Context: an optimization exercise on an open-source flow, tuned for small area, a short achievable clock period and few clock cycles per item. The choices shown serve that exercise and are no tape-out recipe.
The RTL was checked by simulation tests, not by an equivalence proof against the original design.
Power figures rest on the tool's default switching activity, not on a simulated workload.

`design/flow/run.sh`:
```
#!/bin/bash
# synth_recipe.tcl (not shown) runs the flow's synth.tcl, then flattens the netlist and writes it again
# the make line also repeats each setting of config.mk as NAME=value (left out here)
make -C /OpenROAD-flow-scripts/flow DESIGN_CONFIG=/design/flow/config.mk WORK_HOME=/design/flow/orfs CLKGATE_MAP_FILE= SYNTH_SCRIPT=/design/flow/synth_recipe.tcl finish
```
`design/flow/constraint.sdc`:
```
create_clock -name core_clock -period 8.0 [get_ports {clk_i}]
set_input_delay 1.6000 -clock core_clock [delete_from_list [all_inputs] [get_ports {clk_i}]]
set_output_delay 1.6000 -clock core_clock [all_outputs]
set_load 0.01 [all_outputs]
```
`design/flow/design.v`:
```
`timescale 1ns / 1ps
package lkv_pkg;
  localparam int unsigned KEY_W = 32;
  localparam int unsigned CAP_W = 5;
  localparam logic [CAP_W-1:0] CAP_RESET  = 5'd16;
  localparam logic [KEY_W-1:0] MISS_VALUE = 32'hFFFF_FFFF;
  localparam logic OP_GET = 1'b0;
  localparam logic OP_PUT = 1'b1;
  typedef enum logic [1:0] {
    ST_IDLE,
    ST_LOOK,
    ST_COMMIT
  } lkv_state_e;
  typedef struct packed {
    logic ready;    
    logic look;     
    logic commit;   
    logic shift;    
    logic evict;    
  } lkv_ctl_t;
endpackage
`timescale 1ns / 1ps
module lkv_cell (
  input  logic             clk_i,
  input  logic             shift_i,
  input  logic             live_i,
  input  logic [lkv_pkg::KEY_W-1:0] probe_i,
  input  logic [lkv_pkg::KEY_W-1:0] key_i,
  input  logic [lkv_pkg::KEY_W-1:0] value_i,
  output logic [lkv_pkg::KEY_W-1:0] key_o,
  output logic [lkv_pkg::KEY_W-1:0] value_o,
  output logic             match_o
);
  logic [lkv_pkg::KEY_W-1:0] key_q;
  logic [lkv_pkg::KEY_W-1:0] value_q;
  always_ff @(posedge clk_i) begin
    if (shift_i) begin
      key_q   <= key_i;
      value_q <= value_i;
    end
  end
  assign match_o = live_i && (key_q == probe_i);
  assign key_o   = key_q;
  assign value_o = value_q;
endmodule
`timescale 1ns / 1ps
module lkv_ctrl #(
  parameter int unsigned MAX_ENTRIES = 16,
  parameter int unsigned IW = (MAX_ENTRIES > 1) ? $clog2(MAX_ENTRIES) : 1,
  parameter int unsigned CW = $clog2(MAX_ENTRIES + 1)
) (
  input  logic             clk_i,
  input  logic             rst_ni,
  input  logic             req_fire_i,
  input  logic             op_i,
  input  logic             hit_i,
  input  logic [IW-1:0]    hit_idx_i,
  input  logic             out_free_i,
  input  logic             cfg_we_i,
  input  logic [lkv_pkg::CAP_W-1:0] cfg_data_i,
  output lkv_pkg::lkv_ctl_t         ctl_o,
  output logic [IW-1:0]    limit_o,
  output logic [CW-1:0]    count_o
);
  lkv_pkg::lkv_state_e       state_q, state_d;
  logic [lkv_pkg::CAP_W-1:0] cap_q;
  logic [CW-1:0]    count_q, count_d;
  logic [CW-1:0]    ecap;
  logic             full;
  always_comb begin
    if (cap_q == '0) begin
      ecap = CW'(1);
    end else if (32'(cap_q) > MAX_ENTRIES) begin
      ecap = CW'(MAX_ENTRIES);
    end else begin
      ecap = CW'(cap_q);
    end
  end
  assign full = (count_q >= ecap);
  always_comb begin
    state_d = state_q;
    ctl_o   = '0;
    limit_o = hit_idx_i;
    count_d = count_q;
    case (state_q)
      lkv_pkg::ST_IDLE: begin
        ctl_o.ready = 1'b1;
        if (req_fire_i) begin
          state_d = lkv_pkg::ST_LOOK;
        end
      end
      lkv_pkg::ST_LOOK: begin
        ctl_o.look = 1'b1;
        state_d    = lkv_pkg::ST_COMMIT;
      end
      lkv_pkg::ST_COMMIT: begin
        if (out_free_i) begin
          ctl_o.commit = 1'b1;
          state_d      = lkv_pkg::ST_IDLE;
          if (hit_i) begin
            ctl_o.shift = 1'b1;
          end else if (op_i == lkv_pkg::OP_PUT) begin
            ctl_o.shift = 1'b1;
            if (full) begin
              ctl_o.evict = 1'b1;
              limit_o     = IW'(ecap - CW'(1));
            end else begin
              limit_o = IW'(count_q);
              count_d = count_q + CW'(1);
            end
          end
        end
      end
      default: begin
        state_d = lkv_pkg::ST_IDLE;
      end
    endcase
    if (cfg_we_i) begin
      count_d = '0;
    end
  end
  always_ff @(posedge clk_i or negedge rst_ni) begin
    if (!rst_ni) begin
      state_q <= lkv_pkg::ST_IDLE;
      cap_q   <= lkv_pkg::CAP_RESET;
      count_q <= '0;
    end else begin
      state_q <= state_d;
      count_q <= count_d;
      if (cfg_we_i) begin
        cap_q <= cfg_data_i;
      end
    end
  end
  assign count_o = count_q;
endmodule
`timescale 1ns / 1ps
module lru_key_value_cache #(
  parameter int unsigned MAX_ENTRIES = 16
) (
  input  logic             clk_i,
  input  logic             rst_ni,
  input  logic             req_valid_i,
  output logic             req_ready_o,
  input  logic             req_op_i,
  input  logic [lkv_pkg::KEY_W-1:0] req_key_i,
  input  logic [lkv_pkg::KEY_W-1:0] req_value_i,
  output logic             rsp_valid_o,
  input  logic             rsp_ready_i,
  output logic             rsp_hit_o,
  output logic [lkv_pkg::KEY_W-1:0] rsp_read_value_o,
  output logic             rsp_evicted_o,
  output logic [lkv_pkg::KEY_W-1:0] rsp_evicted_key_o,
  input  logic             cfg_we_i,
  input  logic [lkv_pkg::CAP_W-1:0] cfg_data_i
);
  localparam int unsigned IW = (MAX_ENTRIES > 1) ? $clog2(MAX_ENTRIES) : 1;
  localparam int unsigned CW = $clog2(MAX_ENTRIES + 1);
  lkv_pkg::lkv_ctl_t         ctl;
  logic [IW-1:0]    limit;
  logic [CW-1:0]    count;
  logic             req_fire;
  logic             out_free;
  logic             op_q;
  logic [lkv_pkg::KEY_W-1:0] key_q;
  logic [lkv_pkg::KEY_W-1:0] val_q;
  logic             hit_q;
  logic [IW-1:0]    hit_idx_q;
  logic [lkv_pkg::KEY_W-1:0] hit_val_q;
  logic [lkv_pkg::KEY_W-1:0] lru_key_q;
  logic [MAX_ENTRIES-1:0] match;
  logic [lkv_pkg::KEY_W-1:0]       cell_key [MAX_ENTRIES];
  logic [lkv_pkg::KEY_W-1:0]       cell_val [MAX_ENTRIES];
  logic [IW-1:0]          enc;
  logic [lkv_pkg::KEY_W-1:0]       orv;
  logic [lkv_pkg::KEY_W-1:0]       head_val;
  logic             out_valid_q;
  logic             out_hit_q;
  logic [lkv_pkg::KEY_W-1:0] out_rd_q;
  logic             out_ev_q;
  logic [lkv_pkg::KEY_W-1:0] out_evk_q;
  assign req_fire    = req_valid_i && req_ready_o;
  assign out_free    = !out_valid_q || rsp_ready_i;
  assign req_ready_o = ctl.ready;
  lkv_ctrl #(
    .MAX_ENTRIES (MAX_ENTRIES),
    .IW          (IW),
    .CW          (CW)
  ) u_ctrl (
    .clk_i      (clk_i),
    .rst_ni     (rst_ni),
    .req_fire_i (req_fire),
    .op_i       (op_q),
    .hit_i      (hit_q),
    .hit_idx_i  (hit_idx_q),
    .out_free_i (out_free),
    .cfg_we_i   (cfg_we_i),
    .cfg_data_i (cfg_data_i),
    .ctl_o      (ctl),
    .limit_o    (limit),
    .count_o    (count)
  );
  always_ff @(posedge clk_i) begin
    if (req_fire) begin
      op_q  <= req_op_i;
      key_q <= req_key_i;
      val_q <= req_value_i;
    end
  end
  assign head_val = (op_q == lkv_pkg::OP_PUT) ? val_q : hit_val_q;
  for (genvar i = 0; i < MAX_ENTRIES; i++) begin : g_cell
    logic             live;
    logic             shift;
    logic [lkv_pkg::KEY_W-1:0] nb_key;
    logic [lkv_pkg::KEY_W-1:0] nb_val;
    assign live  = (CW'(i) < count);
    assign shift = ctl.shift && (IW'(i) <= limit);
    if (i == 0) begin : g_head
      assign nb_key = key_q;
      assign nb_val = head_val;
    end else begin : g_body
      assign nb_key = cell_key[i-1];
      assign nb_val = cell_val[i-1];
    end
    lkv_cell u_cell (
      .clk_i   (clk_i),
      .shift_i (shift),
      .live_i  (live),
      .probe_i (key_q),
      .key_i   (nb_key),
      .value_i (nb_val),
      .key_o   (cell_key[i]),
      .value_o (cell_val[i]),
      .match_o (match[i])
    );
  end
  always_comb begin
    enc = '0;
    orv = '0;
    for (int i = 0; i < MAX_ENTRIES; i++) begin
      if (match[i]) begin
        enc = enc | IW'(i);
        orv = orv | cell_val[i];
      end
    end
  end
  always_ff @(posedge clk_i) begin
    if (ctl.look) begin
      hit_q     <= |match;
      hit_idx_q <= enc;
      hit_val_q <= orv;
      lru_key_q <= cell_key[IW'(count - CW'(1))];
    end
  end
  always_ff @(posedge clk_i or negedge rst_ni) begin
    if (!rst_ni) begin
      out_valid_q <= 1'b0;
    end else if (ctl.commit) begin
      out_valid_q <= 1'b1;
    end else if (rsp_ready_i) begin
      out_valid_q <= 1'b0;
    end
  end
  always_ff @(posedge clk_i) begin
    if (ctl.commit) begin
      out_hit_q <= hit_q;
      out_ev_q  <= ctl.evict;
      out_evk_q <= ctl.evict ? lru_key_q : '0;
      if (op_q == lkv_pkg::OP_PUT) begin
        out_rd_q <= '0;
      end else begin
        out_rd_q <= hit_q ? hit_val_q : lkv_pkg::MISS_VALUE;
      end
    end
  end
  assign rsp_valid_o       = out_valid_q;
  assign rsp_hit_o         = out_hit_q;
  assign rsp_read_value_o  = out_rd_q;
  assign rsp_evicted_o     = out_ev_q;
  assign rsp_evicted_key_o = out_evk_q;
endmodule
```
`design/flow/config.mk`:
```
export PLATFORM = sky130hd
export DESIGN_NAME = lru_key_value_cache
export DESIGN_NICKNAME = lru_key_value_cache
export VERILOG_FILES = /design/flow/design.v
export SDC_FILE = /design/flow/constraint.sdc
export NUM_CORES = 4
export LEC_CHECK = 0
export CAP_MARGIN = 20
export CORE_MARGIN = 2
export CORE_UTILIZATION = 40
export SLEW_MARGIN = 20
```
==> flow_summary.yaml <==
outcome:
  outcome: "no timing/DRC/antenna violations"
setup_path:
  worstSetupEndpointType: "flip-flop"
  start_kind: "primary input"
  crit_fanout: 45
  crit_type: "primary input to flip-flop"
  critPathRequiredTime_ns: 8.42
  r2r_setup_slack_ns: 2.73
  rr_endpoint: "g_cell[3].u_cell.key_q[17]"
  r2r_cells: 10
  arrival_ns: 6.00
  reg2reg_from: "u_ctrl.count_q[0]"
global_route:
  grt_use_total_pct: 27.1
  overflow: 0
  grt_pass1_wl_um: 247000
  grt_max_degree: 81
  antenna_found_initial: 9
  grt_pass1_vias: 30500
sta:
  period_share_pct: 69.8
  setup_ws_ns: 2.42
  finalSetupViolCount: 0
  timing.hold.ws_ns: 0.441
  rsz0062_at_grt: "false"
  skew_ns: 0.0266
  hold_viol_final: 0
  slew_headroom_pct: 12.2
  slew_violations: 0
  min_period_ns: 5.58
  setup_tns_ns: 0
  clock.fmax_mhz: 179
  worst_pin_slew_ns: 1.31
cells_and_area:
  final_cells: 5038
  layout_common_cells: "1224 x edfxtp_1, 429 x xor2_1, 272 x a22oi_1, 142 x clkdlybuf4s50_1, 138 x clkbuf_16"
  drive_gt1_share_pct: 9.65
  postLayoutCoreUtil_pct: 46.5
  num-nets-final: 3370
  final_common_cell: "edfxtp_1"
  area.growth.synth_to_final_pct: 15.2
clock_tree:
  cts_tree: "done"
  cts_buffers: 132
  h-tree-depth: 4
  cts_root_buf: "clkbuf_16"
  postCtsSetupBuffers: 0
  clkSinkCount: 1237
  cts_hold_buf: 0
  clock_latency_ns: 0.79
  clockBufferDepth: 3
  cts-resized-gates: 0
  path_clk_slew_ns: 0.06
placed_design:
  io_buffer_count: 142
  pre_cts_slack_ns: 1.68
  gp_congestion: 1.06
  dp_hpwl_um: 115000
  placedCellCount: 4797
min_path:
  min_to: "g_cell[5].u_cell.value_q[30]"
  hold_class: "flip-flop to flip-flop"
  min_path_cells: 0
  hp-start: "g_cell[4].u_cell.value_q[30]"
power_and_ir_drop:
  switching_share_pct: 27.7
  pwr-share-seq_pct: 50.6
  power_frac_comb_pct: 12.1
  power_switching_mw: 4.57
  power_density_nw_per_um2: 282
  total_leakage_power_nw: 19.0
  p_int_mw: 11.9
  p_clk_share_pct: 37.3
  ir_worst_vdd_mv: 0.160
synth:
  synth_area_um2: 50700
  synth_cell_types: 58
  yosysTopAreaCell: "edfxtp_1"
  yosysSeqAreaShare_pct: 73.1
  synth_cells: 3124
  syn_nets: 3211
  synth_edf_count: 1224
  async_reset_ff_share_pct: 1.05
  synth-main-ff-cell: "edfxtp_1"
  ys_top_cells_by_area: "edfxtp_1 72%, xor2_1 7.4%, a22oi_1 4.0%, xnor2_1 1.5%, nand4_1 1.4%"
  yosys_warnings: 5
  yosysTopAreaCellShare_pct: 72.4
  syn_area_per_cell_um2: 16.2
  ys_seq_elements: 1237
run:
  maxCapViolations: 0
drt:
  first_pass_iters: 9
  drc: 0
  num_vias: 32200
  wl_per_cell_um: 35.6
  routed_via_density: 6.39
  drtIter0Drc: 5643
  totalWireLength_um: 179000
  ant_nets: 0
die:
  coreArea_um2: 126000
  row_count: 130
  die_height_um: 360
  start_util_pct: 40.4
  io_pins: 143
  die-width_um: 360
  dieArea_um2: 130000
## area by class of cell
class / instances / area [um^2]
repair buffers: 225 / 2160
clock inverters: 66 / 638
multi-input cells: 1648 / 12800
clock buffers: 172 / 3600
flip-flops and latches: 1237 / 37100
well taps: 1650 / 2060
diodes: 1 / 2.50
fillers: 10700 / 67300
inverters: 39 / 151
## cell usage after synthesis, drive strengths merged, types with 41 or more instances
library cell / count
a21oi: 59
a221oi: 67
a222oi: 41
a22o: 71
a22oi: 272
buf: 129
clkbuf: 71
edfxtp: 1224
nand2: 87
nand3: 41
nand4: 115
nor2: 42
nor4: 116
xnor2: 88
xor2: 429
## worst max-delay path: stages
cell,delay [ns]
clkdlybuf4s50_1,0.46
nand2b_1,0.14
nor2b_4,0.14
buf_4,0.40
and3b_2,0.73
mux2i_1,0.49
or2_2,0.54
a21oi_4,0.93
buf_12,0.42
## worst max path at each step
stage                start                         end  slack [ns]  cells after the start
2_1_floorplan  rsp_ready_i   g_cell[3].u_cell.key_q[0]        0.32                      7
3_3_place_gp   rsp_ready_i  g_cell[3].u_cell.key_q[29]        1.76                      9
3_5_place_dp   rsp_ready_i  g_cell[3].u_cell.key_q[14]        1.68                      9
4_1_cts        rsp_ready_i  g_cell[3].u_cell.key_q[10]        2.48                      9
5_1_grt        rsp_ready_i  g_cell[3].u_cell.key_q[17]        2.21                      9
6_report       rsp_ready_i  g_cell[3].u_cell.key_q[17]        2.42                      9
## routing by layer
layer	vias to the layer above	wire length (um)	track usage, %
met3	399	26600	9.26
met1	16300	69700	38.2
met5	-	87	0
met2	2754	75100	38.4
met4	12	7840	11.1
li1	12800	-	-
## kinds of logic (layout without fill, tap and decap cells)
logic type,after synthesis,in the layout,synth area share [%]
flip-flops,1237,1237,73.1
AO/OA/AOI/OAI,607,607,9.21
XOR/XNOR,517,517,8.92
AND/OR/NAND/NOR,500,500,5.75
buffers and inverters,239,502,2.49
adder cells (fa/ha/maj),12,12,0.296
multiplexers,12,12,0.249
other,0,1,0
## power groups by stage
stage,clock (mW),combinational (mW),sequential [mW]
final,6.15,2.00,8.36
after detailed placement,0,1.93,8.47
after global routing,6.43,2.04,8.40
after global placement,0,1.93,8.47
after CTS,6.19,1.94,8.35
after floorplan,0,0.985,8.28
## flip-flops by register name, indices dropped and copies added (netlist names)
register / flops
lru_key_q: 32
g_cell.u_cell.key_q: 512
u_ctrl.count_q: 5
hit_idx_q: 4
hit_val_q: 32
out_hit_q: 1
g_cell.u_cell.value_q: 512
key_q: 32
out_evk_q: 32
out_rd_q: 32
u_ctrl.cap_q: 5
out_ev_q: 1
hit_q: 1
u_ctrl.state_q: 2
val_q: 32
op_q: 1
out_valid_q: 1
## stage by stage
| stage | power, mW | area [um^2] |
|---|---|---|
| 5_1_grt | 16.9 | 58500 |
| 3_3_place_gp | 10.4 | 54200 |
| 6_report | 16.5 | 58500 |
| 2_1_floorplan | 9.27 | 50800 |
| 3_5_place_dp | 10.4 | 54200 |
| 4_1_cts | 16.5 | 58400 |
Testbench counts, summed over its fixed seeds: cycles 28,808, items 9,600.

## static timing again, ports no longer ideal
The flow's constraints put no driver on any port. The routed layout listed below was extracted and timed again, unchanged, in two steps.
Step 1 (the two cells are an assumption about what drives the block):
set clk [get_ports {clk_i}]
set_driving_cell -lib_cell sky130_fd_sc_hd__clkbuf_16 $clk
set_driving_cell -lib_cell sky130_fd_sc_hd__buf_2 [delete_from_list [all_inputs] $clk]
Step 2, shift: input delay + t, output delay - t, t = (earliest + latest rising clock arrival at the registers) / 2. This alone moves slack from input paths to output paths.
Slacks: ideal ports / drivers / drivers and shift; pairs: ideal ports / drivers.
t (ns): 0.853
setup WS [ns]: 2.419 / 2.466 / 1.613
worst hold slack (ns): 0.441 / 0.441 / 0.441
After both steps setup and hold are still met in this run. The setup slack of this run moves by +0.047 ns with the drivers and by -0.806 ns with both steps.
